From an optimization exercise on the open Yosys and OpenROAD flow, aimed at small area; shortcuts taken in it are not production practice. The RTL of this run was laid out without a check of its function.

### flow/run.sh
#!/bin/bash
# synth_recipe.tcl (not shown) runs the flow's synth.tcl, then flattens the netlist and writes it again
# the make line also repeats each setting of config.mk as NAME=value (left out here)
make -C /OpenROAD-flow-scripts/flow DESIGN_CONFIG=/design/flow/config.mk WORK_HOME=/design/flow/orfs CLKGATE_MAP_FILE= SYNTH_SCRIPT=/design/flow/synth_recipe.tcl finish
### flow/config.mk
export PLATFORM = sky130hd
export DESIGN_NAME = l1_trigger_top
export DESIGN_NICKNAME = l1_trigger_top
export VERILOG_FILES = /design/flow/design.v
export SDC_FILE = /design/flow/constraint.sdc
export NUM_CORES = 4
export LEC_CHECK = 0
export CAP_MARGIN = 20
export CORE_MARGIN = 2
export CORE_UTILIZATION = 40
export SLEW_MARGIN = 20
### flow/constraint.sdc
create_clock -name core_clock -period 5.0 [get_ports {aclk}]
set_input_delay 1.0000 -clock core_clock [delete_from_list [all_inputs] [get_ports {aclk}]]
set_output_delay 1.0000 -clock core_clock [all_outputs]
set_load 0.01 [all_outputs]
### flow/design.v
`timescale 1ns/100ps
package l1_trig_pkg;
    localparam int NUM_CHANNELS = 4;
    localparam int NUM_BEAMS    = 2;
    localparam int SAMPLE_W = 5;
    localparam int SUM_W    = 8;
    localparam int SQUARE_W = 2 * SUM_W;
    localparam int POWER_W  = 18;
    localparam int COUNT_W  = 32;
    localparam logic [NUM_BEAMS*NUM_CHANNELS*2-1:0] BEAM_DELAYS = {
        2'd3, 2'd2, 2'd1, 2'd0,
        2'd0, 2'd0, 2'd0, 2'd0
    };
    localparam int MAX_DELAY = 3;
    localparam int HOLDOFF_CLOCKS     = 16;
    localparam int HOLDOFF_W          = $clog2(HOLDOFF_CLOCKS + 1);
    localparam int RATE_PERIOD_CLOCKS = 1024;
    localparam int WINDOW_W           = $clog2(RATE_PERIOD_CLOCKS);
    localparam logic [POWER_W-1:0] THRESH_RESET = '1;
    localparam int AXIL_ADDR_W = 8;
    localparam int AXIL_DATA_W = 32;
    localparam int AXIL_STRB_W = AXIL_DATA_W / 8;
    localparam logic [AXIL_ADDR_W-1:0] REG_CTRL        = 8'h00;
    localparam logic [AXIL_ADDR_W-1:0] REG_THRESH_BASE = 8'h10;
    localparam logic [AXIL_ADDR_W-1:0] REG_COUNT_BASE  = 8'h20;
    localparam int                     REG_STRIDE      = 4;
    localparam logic [1:0] AXIL_RESP_OKAY = 2'b00;
endpackage
`timescale 1ns/100ps
module beam_former (
    input  logic                                               aclk,
    input  logic                                               rst_n_i,
    input  logic [l1_trig_pkg::NUM_CHANNELS*l1_trig_pkg::SAMPLE_W-1:0] samples_i,
    output logic [l1_trig_pkg::NUM_BEAMS*l1_trig_pkg::SUM_W-1:0]       beam_sums_o
);
    localparam int NUM_CHANNELS = l1_trig_pkg::NUM_CHANNELS;
    localparam int NUM_BEAMS    = l1_trig_pkg::NUM_BEAMS;
    localparam int SAMPLE_W     = l1_trig_pkg::SAMPLE_W;
    localparam int SUM_W        = l1_trig_pkg::SUM_W;
    localparam int MAX_DELAY    = l1_trig_pkg::MAX_DELAY;
    localparam logic [NUM_BEAMS*NUM_CHANNELS*2-1:0] BEAM_DELAYS = l1_trig_pkg::BEAM_DELAYS;
    logic [NUM_CHANNELS-1:0][MAX_DELAY-1:0][SAMPLE_W-1:0] history;
    logic [NUM_CHANNELS-1:0][MAX_DELAY:0][SAMPLE_W-1:0]   taps;
    logic [NUM_BEAMS-1:0][SUM_W-1:0]                      sums_next;
    always_ff @(posedge aclk) begin
        if (!rst_n_i) begin
            history <= '0;
        end else begin
            for (int c = 0; c < NUM_CHANNELS; c++) begin
                history[c][0] <= samples_i[c*SAMPLE_W +: SAMPLE_W];
                for (int d = 1; d < MAX_DELAY; d++) begin
                    history[c][d] <= history[c][d-1];
                end
            end
        end
    end
    always_comb begin
        for (int c = 0; c < NUM_CHANNELS; c++) begin
            taps[c] = {history[c], samples_i[c*SAMPLE_W +: SAMPLE_W]};
        end
    end
    always_comb begin
        logic [SAMPLE_W-1:0] tap;
        for (int b = 0; b < NUM_BEAMS; b++) begin
            sums_next[b] = '0;
            for (int c = 0; c < NUM_CHANNELS; c++) begin
                tap          = taps[c][BEAM_DELAYS[(b*NUM_CHANNELS+c)*2 +: 2]];
                sums_next[b] = sums_next[b] + {{(SUM_W-SAMPLE_W){tap[SAMPLE_W-1]}}, tap};
            end
        end
    end
    always_ff @(posedge aclk) begin
        if (!rst_n_i) begin
            beam_sums_o <= '0;
        end else begin
            beam_sums_o <= sums_next;
        end
    end
endmodule
`timescale 1ns/100ps
module beam_discriminator (
    input  logic                                                aclk,
    input  logic                                                rst_n_i,
    input  logic [l1_trig_pkg::NUM_BEAMS*l1_trig_pkg::SUM_W-1:0]   beam_sums_i,
    input  logic [l1_trig_pkg::NUM_BEAMS*l1_trig_pkg::POWER_W-1:0] thresh_stage_i,
    input  logic                                                thresh_update_i,
    output logic [l1_trig_pkg::NUM_BEAMS-1:0]                      raw_trig_o
);
    localparam int NUM_BEAMS = l1_trig_pkg::NUM_BEAMS;
    localparam int SUM_W     = l1_trig_pkg::SUM_W;
    localparam int SQUARE_W  = l1_trig_pkg::SQUARE_W;
    localparam int POWER_W   = l1_trig_pkg::POWER_W;
    localparam logic [POWER_W-1:0] THRESH_RESET = l1_trig_pkg::THRESH_RESET;
    logic [NUM_BEAMS-1:0][SQUARE_W-1:0] square;
    logic [NUM_BEAMS-1:0][POWER_W-1:0]  power;
    logic [NUM_BEAMS-1:0][POWER_W-1:0]  thresh_active;
    always_comb begin
        logic signed [SQUARE_W-1:0] sum;
        for (int b = 0; b < NUM_BEAMS; b++) begin
            sum       = SQUARE_W'($signed(beam_sums_i[b*SUM_W +: SUM_W]));
            square[b] = sum * sum;
        end
    end
    always_ff @(posedge aclk) begin
        if (!rst_n_i) begin
            power <= '0;
        end else begin
            for (int b = 0; b < NUM_BEAMS; b++) begin
                power[b] <= POWER_W'(square[b]);
            end
        end
    end
    always_ff @(posedge aclk) begin
        if (!rst_n_i) begin
            thresh_active <= {NUM_BEAMS{THRESH_RESET}};
        end else if (thresh_update_i) begin
            thresh_active <= thresh_stage_i;
        end
    end
    always_ff @(posedge aclk) begin
        if (!rst_n_i) begin
            raw_trig_o <= '0;
        end else begin
            for (int b = 0; b < NUM_BEAMS; b++) begin
                raw_trig_o[b] <= (power[b] > thresh_active[b]);
            end
        end
    end
endmodule
`timescale 1ns/100ps
module trigger_rate_counter (
    input  logic                                                aclk,
    input  logic                                                rst_n_i,
    input  logic [l1_trig_pkg::NUM_BEAMS-1:0]                      raw_trig_i,
    input  logic                                                rate_start_i,
    output logic [l1_trig_pkg::NUM_BEAMS-1:0]                      trigger_o,
    output logic [l1_trig_pkg::NUM_BEAMS*l1_trig_pkg::COUNT_W-1:0] counts_o,
    output logic                                                count_done_o
);
    localparam int NUM_BEAMS          = l1_trig_pkg::NUM_BEAMS;
    localparam int COUNT_W            = l1_trig_pkg::COUNT_W;
    localparam int HOLDOFF_CLOCKS     = l1_trig_pkg::HOLDOFF_CLOCKS;
    localparam int HOLDOFF_W          = l1_trig_pkg::HOLDOFF_W;
    localparam int RATE_PERIOD_CLOCKS = l1_trig_pkg::RATE_PERIOD_CLOCKS;
    localparam int WINDOW_W           = l1_trig_pkg::WINDOW_W;
    logic [NUM_BEAMS-1:0][HOLDOFF_W-1:0] holdoff;
    logic [NUM_BEAMS-1:0][COUNT_W-1:0]   counts;
    logic [WINDOW_W-1:0]                 window_cnt;
    logic                                window_run;
    logic                                window_last;
    assign counts_o = counts;
    always_comb begin
        for (int b = 0; b < NUM_BEAMS; b++) begin
            trigger_o[b] = raw_trig_i[b] && (holdoff[b] == '0);
        end
    end
    always_ff @(posedge aclk) begin
        if (!rst_n_i) begin
            holdoff <= '0;
        end else begin
            for (int b = 0; b < NUM_BEAMS; b++) begin
                if (rate_start_i) begin
                    holdoff[b] <= '0;
                end else if (trigger_o[b]) begin
                    holdoff[b] <= HOLDOFF_W'(HOLDOFF_CLOCKS);
                end else if (holdoff[b] != '0) begin
                    holdoff[b] <= holdoff[b] - 1'b1;
                end
            end
        end
    end
    assign window_last = (window_cnt == WINDOW_W'(RATE_PERIOD_CLOCKS - 1));
    always_ff @(posedge aclk) begin
        if (!rst_n_i) begin
            window_run   <= 1'b0;
            window_cnt   <= '0;
            count_done_o <= 1'b0;
        end else if (rate_start_i) begin
            window_run   <= 1'b1;
            window_cnt   <= '0;
            count_done_o <= 1'b0;
        end else if (window_run) begin
            window_cnt <= window_cnt + 1'b1;
            if (window_last) begin
                window_run   <= 1'b0;
                count_done_o <= 1'b1;
            end
        end
    end
    always_ff @(posedge aclk) begin
        if (!rst_n_i) begin
            counts <= '0;
        end else if (rate_start_i) begin
            counts <= '0;
        end else if (window_run) begin
            for (int b = 0; b < NUM_BEAMS; b++) begin
                if (trigger_o[b]) begin
                    counts[b] <= counts[b] + 1'b1;
                end
            end
        end
    end
endmodule
`timescale 1ns/100ps
module l1_trigger_regs (
    input  logic                                                aclk,
    input  logic                                                rst_n_i,
    input  logic                                                awvalid_i,
    input  logic [l1_trig_pkg::AXIL_ADDR_W-1:0]                    awaddr_i,
    input  logic                                                wvalid_i,
    input  logic [l1_trig_pkg::AXIL_DATA_W-1:0]                    wdata_i,
    input  logic [l1_trig_pkg::AXIL_STRB_W-1:0]                    wstrb_i,
    input  logic                                                bready_i,
    input  logic                                                arvalid_i,
    input  logic [l1_trig_pkg::AXIL_ADDR_W-1:0]                    araddr_i,
    input  logic                                                rready_i,
    output logic                                                awready_o,
    output logic                                                wready_o,
    output logic                                                bvalid_o,
    output logic [1:0]                                          bresp_o,
    output logic                                                arready_o,
    output logic                                                rvalid_o,
    output logic [l1_trig_pkg::AXIL_DATA_W-1:0]                    rdata_o,
    output logic [1:0]                                          rresp_o,
    output logic [l1_trig_pkg::NUM_BEAMS*l1_trig_pkg::POWER_W-1:0] thresh_stage_o,
    output logic                                                thresh_update_o,
    output logic                                                rate_start_o,
    input  logic [l1_trig_pkg::NUM_BEAMS*l1_trig_pkg::COUNT_W-1:0] counts_i,
    input  logic                                                count_done_i
);
    localparam int NUM_BEAMS   = l1_trig_pkg::NUM_BEAMS;
    localparam int POWER_W     = l1_trig_pkg::POWER_W;
    localparam int COUNT_W     = l1_trig_pkg::COUNT_W;
    localparam int AXIL_ADDR_W = l1_trig_pkg::AXIL_ADDR_W;
    localparam int AXIL_DATA_W = l1_trig_pkg::AXIL_DATA_W;
    localparam int REG_STRIDE  = l1_trig_pkg::REG_STRIDE;
    localparam logic [AXIL_ADDR_W-1:0] REG_CTRL        = l1_trig_pkg::REG_CTRL;
    localparam logic [AXIL_ADDR_W-1:0] REG_THRESH_BASE = l1_trig_pkg::REG_THRESH_BASE;
    localparam logic [AXIL_ADDR_W-1:0] REG_COUNT_BASE  = l1_trig_pkg::REG_COUNT_BASE;
    localparam logic [POWER_W-1:0]     THRESH_RESET    = l1_trig_pkg::THRESH_RESET;
    localparam logic [1:0]             RESP_OKAY       = l1_trig_pkg::AXIL_RESP_OKAY;
    logic                                wr_accept;
    logic                                rd_accept;
    logic                                bvalid;
    logic                                rvalid;
    logic                                ctrl_wr;
    logic [NUM_BEAMS-1:0][POWER_W-1:0]   thresh_stage;
    logic [AXIL_DATA_W-1:0]              rd_data_next;
    logic [AXIL_DATA_W-1:0]              rdata;
    assign thresh_stage_o = thresh_stage;
    assign wr_accept = awvalid_i && wvalid_i && !bvalid;
    assign ctrl_wr   = wr_accept && (awaddr_i == REG_CTRL) && wstrb_i[0];
    always_ff @(posedge aclk) begin
        if (!rst_n_i) begin
            bvalid <= 1'b0;
        end else if (wr_accept) begin
            bvalid <= 1'b1;
        end else if (bready_i) begin
            bvalid <= 1'b0;
        end
    end
    always_ff @(posedge aclk) begin
        if (!rst_n_i) begin
            rate_start_o    <= 1'b0;
            thresh_update_o <= 1'b0;
        end else begin
            rate_start_o    <= ctrl_wr && wdata_i[0];
            thresh_update_o <= ctrl_wr && wdata_i[1];
        end
    end
    always_ff @(posedge aclk) begin
        if (!rst_n_i) begin
            thresh_stage <= {NUM_BEAMS{THRESH_RESET}};
        end else if (wr_accept) begin
            for (int b = 0; b < NUM_BEAMS; b++) begin
                if (awaddr_i == AXIL_ADDR_W'(REG_THRESH_BASE + b * REG_STRIDE)) begin
                    if (wstrb_i[0]) begin
                        thresh_stage[b][7:0] <= wdata_i[7:0];
                    end
                    if (wstrb_i[1]) begin
                        thresh_stage[b][15:8] <= wdata_i[15:8];
                    end
                    if (wstrb_i[2]) begin
                        thresh_stage[b][POWER_W-1:16] <= wdata_i[POWER_W-1:16];
                    end
                end
            end
        end
    end
    assign rd_accept = arvalid_i && !rvalid;
    always_comb begin
        rd_data_next = '0;
        if (araddr_i == REG_CTRL) begin
            rd_data_next[0] = count_done_i;
        end
        for (int b = 0; b < NUM_BEAMS; b++) begin
            if (araddr_i == AXIL_ADDR_W'(REG_THRESH_BASE + b * REG_STRIDE)) begin
                rd_data_next = AXIL_DATA_W'(thresh_stage[b]);
            end
            if (araddr_i == AXIL_ADDR_W'(REG_COUNT_BASE + b * REG_STRIDE)) begin
                rd_data_next = AXIL_DATA_W'(counts_i[b*COUNT_W +: COUNT_W]);
            end
        end
    end
    always_ff @(posedge aclk) begin
        if (!rst_n_i) begin
            rvalid <= 1'b0;
            rdata  <= '0;
        end else if (rd_accept) begin
            rvalid <= 1'b1;
            rdata  <= rd_data_next;
        end else if (rready_i) begin
            rvalid <= 1'b0;
        end
    end
    assign awready_o = wr_accept;
    assign wready_o  = wr_accept;
    assign bvalid_o  = bvalid;
    assign bresp_o   = RESP_OKAY;
    assign arready_o = !rvalid;
    assign rvalid_o  = rvalid;
    assign rdata_o   = rdata;
    assign rresp_o   = RESP_OKAY;
endmodule
`timescale 1ns/100ps
module l1_trigger_top (
    input  logic        aclk,
    input  logic        rst_n_i,
    input  logic [19:0] samples_i,
    input  logic        s_axil_awvalid,
    input  logic [7:0]  s_axil_awaddr,
    input  logic        s_axil_wvalid,
    input  logic [31:0] s_axil_wdata,
    input  logic [3:0]  s_axil_wstrb,
    input  logic        s_axil_bready,
    input  logic        s_axil_arvalid,
    input  logic [7:0]  s_axil_araddr,
    input  logic        s_axil_rready,
    output logic        s_axil_awready,
    output logic        s_axil_wready,
    output logic        s_axil_bvalid,
    output logic [1:0]  s_axil_bresp,
    output logic        s_axil_arready,
    output logic        s_axil_rvalid,
    output logic [31:0] s_axil_rdata,
    output logic [1:0]  s_axil_rresp,
    output logic [1:0]  trigger_o
);
    localparam int NUM_BEAMS = l1_trig_pkg::NUM_BEAMS;
    localparam int SUM_W     = l1_trig_pkg::SUM_W;
    localparam int POWER_W   = l1_trig_pkg::POWER_W;
    localparam int COUNT_W   = l1_trig_pkg::COUNT_W;
    logic [NUM_BEAMS*POWER_W-1:0] thresh_stage;
    logic                         thresh_update;
    logic                         rate_start;
    logic [NUM_BEAMS*COUNT_W-1:0] counts;
    logic                         count_done;
    logic [NUM_BEAMS*SUM_W-1:0]   beam_sums;
    logic [NUM_BEAMS-1:0]         raw_trig;
    l1_trigger_regs l1_trigger_regs_inst (
        .aclk            (aclk),
        .rst_n_i         (rst_n_i),
        .awvalid_i       (s_axil_awvalid),
        .awaddr_i        (s_axil_awaddr),
        .wvalid_i        (s_axil_wvalid),
        .wdata_i         (s_axil_wdata),
        .wstrb_i         (s_axil_wstrb),
        .bready_i        (s_axil_bready),
        .arvalid_i       (s_axil_arvalid),
        .araddr_i        (s_axil_araddr),
        .rready_i        (s_axil_rready),
        .awready_o       (s_axil_awready),
        .wready_o        (s_axil_wready),
        .bvalid_o        (s_axil_bvalid),
        .bresp_o         (s_axil_bresp),
        .arready_o       (s_axil_arready),
        .rvalid_o        (s_axil_rvalid),
        .rdata_o         (s_axil_rdata),
        .rresp_o         (s_axil_rresp),
        .thresh_stage_o  (thresh_stage),
        .thresh_update_o (thresh_update),
        .rate_start_o    (rate_start),
        .counts_i        (counts),
        .count_done_i    (count_done)
    );
    beam_former beam_former_inst (
        .aclk        (aclk),
        .rst_n_i     (rst_n_i),
        .samples_i   (samples_i),
        .beam_sums_o (beam_sums)
    );
    beam_discriminator beam_discriminator_inst (
        .aclk            (aclk),
        .rst_n_i         (rst_n_i),
        .beam_sums_i     (beam_sums),
        .thresh_stage_i  (thresh_stage),
        .thresh_update_i (thresh_update),
        .raw_trig_o      (raw_trig)
    );
    trigger_rate_counter trigger_rate_counter_inst (
        .aclk         (aclk),
        .rst_n_i      (rst_n_i),
        .raw_trig_i   (raw_trig),
        .rate_start_i (rate_start),
        .trigger_o    (trigger_o),
        .counts_o     (counts),
        .count_done_o (count_done)
    );
endmodule
==> results.json <==
{
  "wl_per_cell_microns": 14.58,
  "r2r-end": "beam_discriminator_inst.power[33]",
  "period_share_pct": 91.17,
  "fin_tns_setup_ps": 0,
  "nets": 2207,
  "cellLeakagePower_nw": 8.244,
  "drcViolationCount": 0,
  "rows": 74,
  "die_w_microns": 206.7,
  "hpwlAfterDp_microns": 27230,
  "cp_max_fo": 7,
  "arrival_ps": 4980,
  "powerDensity_nw_per_um2": 393.4,
  "route.met3.wl_microns": 1713,
  "nFillCells": 3983,
  "viasPerCell": 4.999,
  "grt_max_degree": 87,
  "timing.rr.start": "beam_former_inst.beam_sums_o[11]",
  "top_layer": "met5",
  "fin_util_pct": 46.08,
  "dr_total_vias": 12360,
  "area_delta_synth_final_pct": 14.20,
  "yosysSeqAreaShare_pct": 33.12,
  "endpoint_kind": "register",
  "syn_avg_cell_area_sq_um": 8.881,
  "cts_buffer_depth": 3,
  "critPathRequiredTime_ps": 5420,
  "setup_viol": 0,
  "clk_latency_ps": 570,
  "first_pass_iters": 5,
  "numCtsBuffers": 29,
  "drtIter0Drc": 564,
  "slew_headroom_pct": 37.47,
  "h-tree-depth": 1,
  "syn-instance-count": 1851,
  "regArea_sq_um": 5446,
  "clock-skew-final_ps": 17.58,
  "async_flop_share_pct": 0,
  "maxCapViolCount": 0,
  "ys_ff_latch": 272,
  "drtAntennaViolNets": 0,
  "max_slew.worst_pin.slew_ps": 937.9,
  "hp-class": "register to register",
  "cts_setup_buffers": 0,
  "rsz0062_at_grt": "false",
  "r2r_setup_slack_ps": 440,
  "outcome": "finished clean",
  "grt_pass1_vias": 12610,
  "multi_input_area_sq_um": 9777,
  "track_usage_pct": 17.41,
  "yosysUniqueCellTypes": 62,
  "hold_start": "beam_former_inst.history[54]",
  "port_buffers": 102,
  "drive_gt1_share_pct": 4.595,
  "ios": 122,
  "clkTransAtPathRegs_ps": 60,
  "hold_path_depth": 1,
  "wl_met1_microns": 16600,
  "overflow": 0,
  "fp.coreArea_sq_um": 40740,
  "die-area_sq_um": 42740,
  "tritoncts": "done",
  "crit_path_start_kind": "register",
  "start_util_pct": 40.35,
  "hold_viol_final": 0,
  "total_power_mw": 7.386,
  "synth_ff_type": "dfxtp_1",
  "fmax_mhz": 219.4,
  "clock-sinks": 272,
  "cts-resized-gates": 0,
  "postCtsHoldBufs": 0,
  "met2_wirelength_microns": 16740,
  "synth_edf_count": 0,
  "min_to": "beam_former_inst.history[59]",
  "crit_type": "register to register",
  "globalplace.congestion": 0.8233,
  "ys_warn_count": 4,
  "r2r_cells": 16,
  "finalMaxSlewViolations": 0,
  "die_h_microns": 206.7,
  "irDropWorstVdd_mv": 0.2493,
  "fin_crit_ps": 4559,
  "wirelength_microns": 36030,
  "cts-root-buf": "clkbuf_16",
  "synth_area_sq_um": 16440,
  "antenna_found_initial": 4,
  "grt_first_pass_wirelength_microns": 60990
}
## report_power, final
| part | total, mW | switching (mW) | internal, mW |
|---|---|---|---|
| Combinational | 2.87 | 1.58 | 1.29 |
| Clock | 2.03 | 0.886 | 1.14 |
| Sequential | 2.49 | 0.158 | 2.33 |
| Total | 7.39 | 2.62 | 4.76 |
## kinds of logic (layout without fill, tap and decap cells)
family	after synthesis	in the layout	synth area share, %
adder cells (fa/ha/maj)	212	212	20.66
XOR/XNOR	110	110	5.860
buffers and inverters	318	401	7.489
multiplexers	69	69	4.247
other	1	7	0.02281
AO/OA/AOI/OAI	257	257	9.818
AND/OR/NAND/NOR	612	612	18.78
flip-flops	272	272	33.12
## cell usage after synthesis, types with 4 or more instances
| master | instances | area (sq um) |
|---|---|---|
| mux2_2 | 6 | 67.56 |
| nor4_1 | 4 | 25.02 |
| fa_1 | 99 | 1982 |
| or3_1 | 11 | 68.82 |
| and3_1 | 11 | 68.82 |
| clkbuf_1 | 64 | 240.2 |
| nand2_1 | 174 | 653.1 |
| a211oi_1 | 6 | 45.04 |
| a21o_1 | 15 | 112.6 |
| xnor2_1 | 66 | 578.1 |
| ha_1 | 113 | 1414 |
| buf_4 | 7 | 52.55 |
| a31o_2 | 8 | 70.07 |
| a21oi_1 | 62 | 310.3 |
| nor4_2 | 4 | 50.05 |
| nor2b_1 | 24 | 150.1 |
| nor2_1 | 134 | 503.0 |
| nand4_1 | 25 | 156.4 |
| dfxtp_1 | 272 | 5445 |
| nand3_1 | 55 | 275.3 |
| o21ai_0 | 74 | 370.4 |
| a31oi_1 | 6 | 37.54 |
| o211ai_1 | 47 | 352.8 |
| buf_1 | 7 | 26.28 |
| nand2b_1 | 13 | 81.33 |
| mux2i_1 | 63 | 630.6 |
| nor3_1 | 35 | 175.2 |
| and4_1 | 12 | 105.1 |
| o21a_1 | 13 | 97.59 |
| inv_1 | 236 | 885.9 |
| xor2_1 | 44 | 385.4 |
| and2_1 | 92 | 575.6 |
## cell type report
cell class              count  share of cell area [%]
well taps                 532                   3.545
multi-input cells        1264                   52.08
clock buffers              41                   4.372
diodes                      3                 0.03999
clock inverters            11                  0.3999
repair buffers            113                   5.838
flip-flops and latches    272                   29.01
inverters                 236                   4.718
## cell usage in the layout, fill, tap and decap left out, types with 4 or more instances in the layout
cell,instances
a21o_1,15
conb_1,4
clkbuf_1,7
clkinv_2,8
fa_1,99
mux2_2,6
nand2b_1,12
o21ai_0,74
nand2_1,174
o211ai_1,47
clkbuf_8,5
or3_1,11
xnor2_1,66
nor4_2,4
mux2i_1,63
and3_1,11
inv_1,235
a31o_2,8
xor2_1,44
dfxtp_1,271
ha_1,113
clkbuf_16,29
nand4_1,25
nor3_1,35
buf_4,12
a211oi_1,6
a31oi_1,6
a21oi_1,62
and2_1,92
nor4_1,4
nand3_1,55
o21a_1,13
and4_1,12
nor2_1,134
nor2b_1,24
clkdlybuf4s50_1,100
## metrics by stage
step	setup slack [ps]	hold slack, ps	area, sq um	instances
floorplan	605.3	411.9	16450	1854
global placement	499.4	417.3	17870	2417
detailed placement	419.8	416.9	17870	2417
CTS	416.4	432.9	18770	2469
global route	58.28	447.0	18770	2469
finish	441.4	428.2	18770	2472
## worst max path at each step
| stage | from | to | slack (ps) | depth (start not counted) |
|---|---|---|---|---|
| finish | beam_former_inst.beam_sums_o[11] | beam_discriminator_inst.power[33] | 440 | 16 |
| global route | beam_former_inst.beam_sums_o[2] | beam_discriminator_inst.power[15] | 60 | 17 |
| CTS | beam_former_inst.beam_sums_o[2] | beam_discriminator_inst.power[15] | 420 | 17 |
| detailed placement | beam_former_inst.beam_sums_o[2] | beam_discriminator_inst.power[15] | 420 | 17 |
| global placement | beam_former_inst.beam_sums_o[11] | beam_discriminator_inst.power[33] | 500 | 16 |
| floorplan | beam_former_inst.beam_sums_o[14] | beam_discriminator_inst.power[33] | 610 | 17 |
## per-layer routing
layer | global-route usage, % | vias up
li1 | - | 6201
met5 | 0 | -
met3 | 3.469 | 58
met1 | 21.98 | 5873
met2 | 30.15 | 219
met4 | 5.015 | 6
## worst max-delay path, cell delays in order (launching register included)
cell and delay [ps]:
dfxtp_1 460, inv_1 160, nor2_1 210, inv_1 90, fa_1 500, inv_1 50, fa_1 500, fa_1 540
inv_1 50, fa_1 520, inv_1 40, ha_1 230, or3_1 370, o2bb2ai_1 280, o221ai_1 170, xnor2_1 180
nor2_1 60
## sequential cells by signal (all words and copies together), names as in the netlist
signal	flops
trigger_rate_counter_inst.counts	64
beam_discriminator_inst.thresh_active	36
l1_trigger_regs_inst.thresh_stage	36
l1_trigger_regs_inst.rdata	32
beam_discriminator_inst.power	30
beam_former_inst.history	30
beam_former_inst.beam_sums_o	16
trigger_rate_counter_inst.holdoff	10
trigger_rate_counter_inst.window_cnt	10
beam_discriminator_inst.raw_trig_o	2
l1_trigger_regs_inst.bvalid	1
l1_trigger_regs_inst.rate_start_o	1
l1_trigger_regs_inst.rvalid	1
l1_trigger_regs_inst.thresh_update_o	1
trigger_rate_counter_inst.count_done_o	1
trigger_rate_counter_inst.window_run	1

separate check: timing with driven ports:
In the flow no input, the clock included, has a driving cell. The finished layout below was timed again as built, in two steps. Step 1 assumes that a clkbuf_16 drives the clock port and a buf_2 every other input. Step 2 adds t to the input delays and takes it off the output delays; t is the mean of the earliest and latest rising clock arrival at the registers after step 1. Input paths then give back, and output paths get back, about the clock's delay inside the block. a / b / c = ideal ports / drivers / drivers and shift; a / b = the first two.
t, ns: 0.607
slack for setup (ns): 0.441 / 0.441 / 0.441
worst data-port slew with drivers (ns): 0.10
cell pins on the clock port's net: 1
After both steps this run still meets setup and hold. For this run, drivers alone change the setup slack by 0.000 ns; drivers and shift together by 0.000 ns.
